This design comes from an exercise in tuning for small area and few clock cycles per item on the open sky130 flow, not from production work.
The RTL was checked by simulation tests, not by an equivalence proof against the original design.
No activity file was given, so power comes from the tool's default toggle rates.

===== flow/design.v =====
package grr_pkg;
    localparam int CFG_W = 5;
    localparam int DATA_W = 32;
    typedef struct packed {
        logic bank;    
        logic rev;     
        logic fin;     
    } grp_flags_t;
endpackage
module group_reversal_reorder #(
    parameter int MAX_GROUP = 16
) (
    input  logic                       clk,
    input  logic                       rst_n,
    input  logic                       cfg_we,
    input  logic [grr_pkg::CFG_W-1:0]  cfg_wdata,
    input  logic                       in_valid,
    output logic                       in_stall,
    input  logic signed [31:0]         value,
    input  logic                       last,
    output logic                       out_valid,
    input  logic                       out_stall,
    output logic signed [31:0]         value_res,
    output logic                       run_last,
    output logic                       stream_end
);
    localparam int AW = $clog2(MAX_GROUP);
    localparam int CW = $clog2(MAX_GROUP + 1);
    localparam int CMPW = (CW > grr_pkg::CFG_W) ? CW : grr_pkg::CFG_W;
    logic [grr_pkg::DATA_W-1:0] mem [MAX_GROUP];
    logic [MAX_GROUP-1:0]       full_reg;
    logic [grr_pkg::CFG_W-1:0]  size_reg;
    logic [AW-1:0]  wptr_reg;
    logic           wdir_reg;       
    logic [AW-1:0]  wcnt_reg;       
    logic [AW-1:0]  gstart_reg;     
    logic           cvalid_reg;
    logic [AW-1:0]  rptr_reg;
    logic           rdir_reg;
    logic [CW-1:0]  rcnt_reg;       
    logic           rfin_reg;
    logic           nvalid_reg;
    logic [AW-1:0]  nstart_reg;
    logic           ndir_reg;
    logic [CW-1:0]  ncnt_reg;
    logic           nfin_reg;
    logic           take;
    logic           rdone;
    logic           accept;
    logic           size_hit;
    logic           close;
    logic           slot_busy;
    logic           q_block;
    logic [AW-1:0]  wnext;
    logic [AW-1:0]  d_start;
    logic           d_dir;
    logic [CW-1:0]  d_cnt;
    assign take  = cvalid_reg && !out_stall;
    assign rdone = take && (rcnt_reg == CW'(1));
    assign size_hit = (CMPW'({1'b0, wcnt_reg} + CW'(1)) >= CMPW'(size_reg))
                   || (wcnt_reg == AW'(MAX_GROUP - 1));
    assign close    = size_hit || last;
    assign slot_busy = full_reg[wptr_reg] && !(take && (rptr_reg == wptr_reg));
    assign q_block   = close && nvalid_reg && !rdone;
    assign in_stall  = slot_busy || q_block;
    assign accept    = in_valid && !in_stall;
    assign wnext = wdir_reg ? (wptr_reg - AW'(1)) : (wptr_reg + AW'(1));
    assign d_start = size_hit ? wptr_reg : ((wcnt_reg == '0) ? wptr_reg : gstart_reg);
    assign d_dir   = size_hit ? !wdir_reg : wdir_reg;
    assign d_cnt   = CW'(wcnt_reg) + CW'(1);
    always_ff @(posedge clk or negedge rst_n)
    begin
        if (!rst_n)
        begin
            size_reg   <= 5'd1;
            full_reg   <= '0;
            wptr_reg   <= '0;
            wdir_reg   <= 1'b0;
            wcnt_reg   <= '0;
            gstart_reg <= '0;
            cvalid_reg <= 1'b0;
            rptr_reg   <= '0;
            rdir_reg   <= 1'b0;
            rcnt_reg   <= '0;
            rfin_reg   <= 1'b0;
            nvalid_reg <= 1'b0;
            nstart_reg <= '0;
            ndir_reg   <= 1'b0;
            ncnt_reg   <= '0;
            nfin_reg   <= 1'b0;
        end
        else
        begin
            if (cfg_we)
            begin
                size_reg <= cfg_wdata;
            end
            if (take)
            begin
                full_reg[rptr_reg] <= 1'b0;
                rptr_reg <= rdir_reg ? (rptr_reg - AW'(1)) : (rptr_reg + AW'(1));
                rcnt_reg <= rcnt_reg - CW'(1);
            end
            if (!cvalid_reg || rdone)
            begin
                if (nvalid_reg)
                begin
                    cvalid_reg <= 1'b1;
                    rptr_reg   <= nstart_reg;
                    rdir_reg   <= ndir_reg;
                    rcnt_reg   <= ncnt_reg;
                    rfin_reg   <= nfin_reg;
                    nvalid_reg <= 1'b0;
                end
                else if (accept && close)
                begin
                    cvalid_reg <= 1'b1;
                    rptr_reg   <= d_start;
                    rdir_reg   <= d_dir;
                    rcnt_reg   <= d_cnt;
                    rfin_reg   <= last;
                end
                else
                begin
                    cvalid_reg <= 1'b0;
                end
            end
            if (accept && close && (nvalid_reg || (cvalid_reg && !rdone)))
            begin
                nvalid_reg <= 1'b1;
                nstart_reg <= d_start;
                ndir_reg   <= d_dir;
                ncnt_reg   <= d_cnt;
                nfin_reg   <= last;
            end
            if (accept)
            begin
                full_reg[wptr_reg] <= 1'b1;
                if (wcnt_reg == '0)
                begin
                    gstart_reg <= wptr_reg;
                end
                if (close)
                begin
                    wcnt_reg <= '0;
                    if (size_hit)
                    begin
                        wdir_reg <= !wdir_reg;
                    end
                    else
                    begin
                        wptr_reg <= wnext;
                    end
                end
                else
                begin
                    wcnt_reg <= wcnt_reg + AW'(1);
                    wptr_reg <= wnext;
                end
            end
        end
    end
    always_ff @(posedge clk)
    begin
        if (accept)
        begin
            mem[wptr_reg] <= value;
        end
    end
    assign out_valid  = cvalid_reg;
    assign value_res  = mem[rptr_reg];
    assign run_last   = (rcnt_reg == CW'(1));
    assign stream_end = (rcnt_reg == CW'(1)) && rfin_reg;
endmodule

===== flow/run.sh =====
#!/bin/bash
# synth_recipe.tcl (not shown) runs the flow's synth.tcl, then flattens the netlist and writes it again
# the make line also repeats each setting of config.mk as NAME=value (left out here)
make -C /OpenROAD-flow-scripts/flow DESIGN_CONFIG=/design/flow/config.mk WORK_HOME=/design/flow/orfs CLKGATE_MAP_FILE= SYNTH_SCRIPT=/design/flow/synth_recipe.tcl finish

===== flow/config.mk =====
export PLATFORM = sky130hd
export DESIGN_NAME = group_reversal_reorder
export DESIGN_NICKNAME = group_reversal_reorder
export VERILOG_FILES = /design/flow/design.v
export SDC_FILE = /design/flow/constraint.sdc
export NUM_CORES = 4
export LEC_CHECK = 0
export CAP_MARGIN = 20
export CORE_MARGIN = 2
export CORE_UTILIZATION = 45
export PLACE_DENSITY = 0.6
export SLEW_MARGIN = 20

===== flow/constraint.sdc =====
create_clock -name core_clock -period 5.0 [get_ports {clk}]
set_input_delay 1.0000 -clock core_clock [delete_from_list [all_inputs] [get_ports {clk}]]
set_output_delay 1.0000 -clock core_clock [all_outputs]
set_load 0.01 [all_outputs]

==> impl_metrics.py <==
metrics = {
    "cts": {
        "cts_tree": "built",
        "post_cts_buffers": 0,
        "cts_made_buffers": 57,
        "clockBufferDepth": 3,
        "path_clk_slew_ns": 0.06,
        "post_cts_resized": 0,
        "root_buffer": "clkbuf_16",
        "hold_buffers": 0,
        "clk_latency_ns": 0.62,
        "cts_sinks": 570,
        "h-tree-depth": 2,
    },
    "synthesis": {
        "yosys.cell_count.top_type": "edfxtp_1",
        "syn-num-nets": 1172,
        "avgSynthCellArea_um2": 20.7,
        "ys_ff_latch": 570,
        "synth_cell_types": 62,
        "postSynthCellCount": 1105,
        "async_flop_share_pct": 10.2,
        "synth-seq-area-share_pct": 73.5,
        "ys_warn_count": 1,
        "ys_top_cells_by_count": "edfxtp_1, mux4_2, dfrtp_1",
        "synth_edf_count": 512,
        "synth.largest_area_cell": "edfxtp_1",
        "ys.flop_type": "edfxtp_1",
        "synthDominantCellAreaShare_pct": 67.2,
        "synth_area_um2": 22900,
        "synth.area.top_cells": "edfxtp_1, mux4_2, dfrtp_1",
    },
    "detailed_routing": {
        "first_pass_iters": 4,
        "routed_wl_mm": 47.0,
        "drtAntennaViolNets": 0,
        "drt_iter0_drc": 842,
        "vias": 10900,
        "via_per_inst": 5.58,
        "drc": 0,
        "wire_per_inst_um": 24.1,
    },
    "floorplan": {
        "core_um2": 50200,
        "die_area_um2": 52700,
        "ios": 79,
        "initial_core_util_pct": 45.6,
        "dieHeight_um": 230,
        "die_w_um": 230,
        "num_rows": 82,
    },
    "timing": {
        "fin_crit_ns": 4.44,
        "rsz0062_at_grt": "no",
        "worstMarginPinSlew_ns": 0.888,
        "finalSetupViolations": 0,
        "hold_violations": 0,
        "final.setup_skew_ns": 0.0129,
        "clock.fmax_mhz": 225,
        "period_share_pct": 88.7,
        "slew_viol_final": 0,
        "finalSetupTns_ns": 0,
        "whs_ns": 0.484,
        "slew_headroom_pct": 40.8,
    },
    "global_route": {
        "grt_usage_pct": 18.4,
        "grt_overflow": 0,
        "grt_max_degree": 62,
        "top_usage_layer": "met2",
        "gr-usage-met1_pct": 25.8,
        "grt_pass1_wl_mm": 72.7,
        "use_met3_pct": 2.99,
        "grt_pass1_vias": 11500,
        "antenna_found_initial": 0,
        "use_met2_pct": 30.1,
    },
    "setup_path": {
        "setup.worst_path.start_class": "register",
        "crit_slowest_cell": "dfrtp_4",
        "arrival_ns": 3.44,
        "rr_startpoint": "wcnt_reg[0]$_DFFE_PN0N_",
        "cp_cell_sequence": "buf_12 -> mux4_2 -> mux4_2 -> clkdlybuf4s50_1",
        "path_class": "register to output port",
        "crit_top_cell": "mux4_2",
        "ff2ff_setup_slack_ns": 1.32,
        "path_buf_inv": 2,
        "crit_start": "rptr_reg[0]$_DFF_PN0_",
        "max_stage_delay_ns": 0.86,
        "reg2reg_depth": 12,
        "crit_family": "multiplexers",
        "worstPathRequired_ns": 4.00,
        "path_max_fanout": 34,
        "critPathCaptureType": "output port",
        "reg2reg_to": "mem[1][14]$_DFFE_PP_",
    },
    "layout": {
        "syn2layout_area_growth_pct": 16.4,
        "final-instance-count-excl-fill": 1947,
        "final_nets": 1295,
        "design_area_um2": 26600,
        "antenna_cells": 0,
        "largest_register_ffs": 512,
        "drive_gt1_share_pct": 25.3,
        "multi_input_area_um2": 5810,
        "seqCellArea_um2": 16800,
        "fill_cells": 3917,
    },
    "placed_design": {
        "dp_hpwl_mm": 28.6,
        "postPlaceCellArea_um2": 24800,
        "dp.cells": 1841,
        "port-buffer-count": 78,
        "place.gp.congestion": 0.787,
    },
    "min_path": {
        "hold_path_class": "register to register",
        "holdPathStages": 1,
        "worstHoldEndpoint": "gstart_reg[2]$_DFFE_PN0N_",
        "hp-start": "gstart_reg[2]$_DFFE_PN0N_",
    },
    "pwr": {
        "p_leak_uw": 0.00875,
        "power.density_nw_per_um2": 571,
        "ir_drop_v": 0.000301,
    },
    "run_status": {
        "status": "complete, no violations",
    },
    "job": {
        "max_cap_viol_count": 0,
    },
}
per-layer routing:
layer  up-vias  wire, um
li1       4784         -
met1      5797     20700
met4         0       941
met5         -         0
met2       226     23300
met3        66      2120
metrics by stage:
step	utilization [%]	total power, uW	setup slack, ns
2_1_floorplan	-	9270	0.0392
5_1_grt	53.1	16000	0.394
4_1_cts	53.1	15400	0.452
6_report	53.1	15200	0.564
3_5_place_dp	49.3	11100	1.07
3_3_place_gp	49.3	11100	1.07
cell usage in the layout, fill, tap and decap left out, types with 12 or more instances in the layout:
master,n
o21ai_0,21
nor2_1,24
clkbuf_1,12
ha_1,22
xnor2_1,12
buf_4,36
nand2_1,40
clkinv_1,13
a22o_1,12
mux2i_1,17
dfrtp_1,53
mux4_2,162
inv_1,27
clkinv_2,14
clkbuf_16,58
edfxtp_1,512
clkdlybuf4s50_1,77
worst max path at each step:
stage | to | slack, ns | cells after the start
2_1_floorplan | mem[0][0]$_DFFE_PP_ | 0.04 | 10
3_3_place_gp | in_stall | 1.07 | 5
3_5_place_dp | in_stall | 1.07 | 5
4_1_cts | value_res[10] | 0.45 | 4
5_1_grt | value_res[18] | 0.39 | 4
6_report | value_res[15] | 0.56 | 4
report_power, final:
| part | total [uW] | internal (uW) | switching [uW] |
|---|---|---|---|
| clock | 4250 | 2490 | 1770 |
| combinational | 4770 | 2540 | 2230 |
| sequential | 6180 | 5630 | 543 |
| total | 15200 | 10700 | 4540 |
cell type report:
type | count | share of cell area, %
flip-flops and latches | 570 | 63.2
multi-input cells | 451 | 21.8
clock buffers | 70 | 5.62
repair buffers | 120 | 4.38
well taps | 672 | 3.16
clock inverters | 36 | 1.40
inverters | 28 | 0.395
logic make-up after synthesis:
group	synth area share (%)
buffers and inverters	1.53
xor gates and xnor gates	0.880
DFF	73.5
muxes	17.5
and+or+nand+nor	2.70
adders and majority gates	1.38
AOI/OAI and AO/OA	2.44
Testbench counts, summed over its fixed seeds: cycles 49,763, words 41,157.

-- re-timing with driven ports --
The flow's constraints put no driver on any port. The routed layout listed below was extracted and timed again, unchanged, in two steps.
Step 1 sets driving cells, clkbuf_16 on the clock port and buf_2 on the other inputs (assumed; they add their load-dependent delay and slew).
Step 2, shift: input delay + t, output delay - t, t = (earliest + latest rising clock arrival at the registers) / 2. This alone moves slack from input paths to output paths.
Three values: no drivers, after step 1, after step 2; two values: the first two.
shift t [ns]: 0.662
setup slack, ns: 0.564 / 0.510 / 1.044
latest minus earliest clock arrival (ns): 0.018 / 0.018
slew at the worst register clock pin (ns): 0.06 / 0.06
cell pins on the clock port's net: 1
After both steps this run still meets setup and hold. For this run, drivers alone change the setup slack by -0.054 ns; drivers and shift together by +0.480 ns.
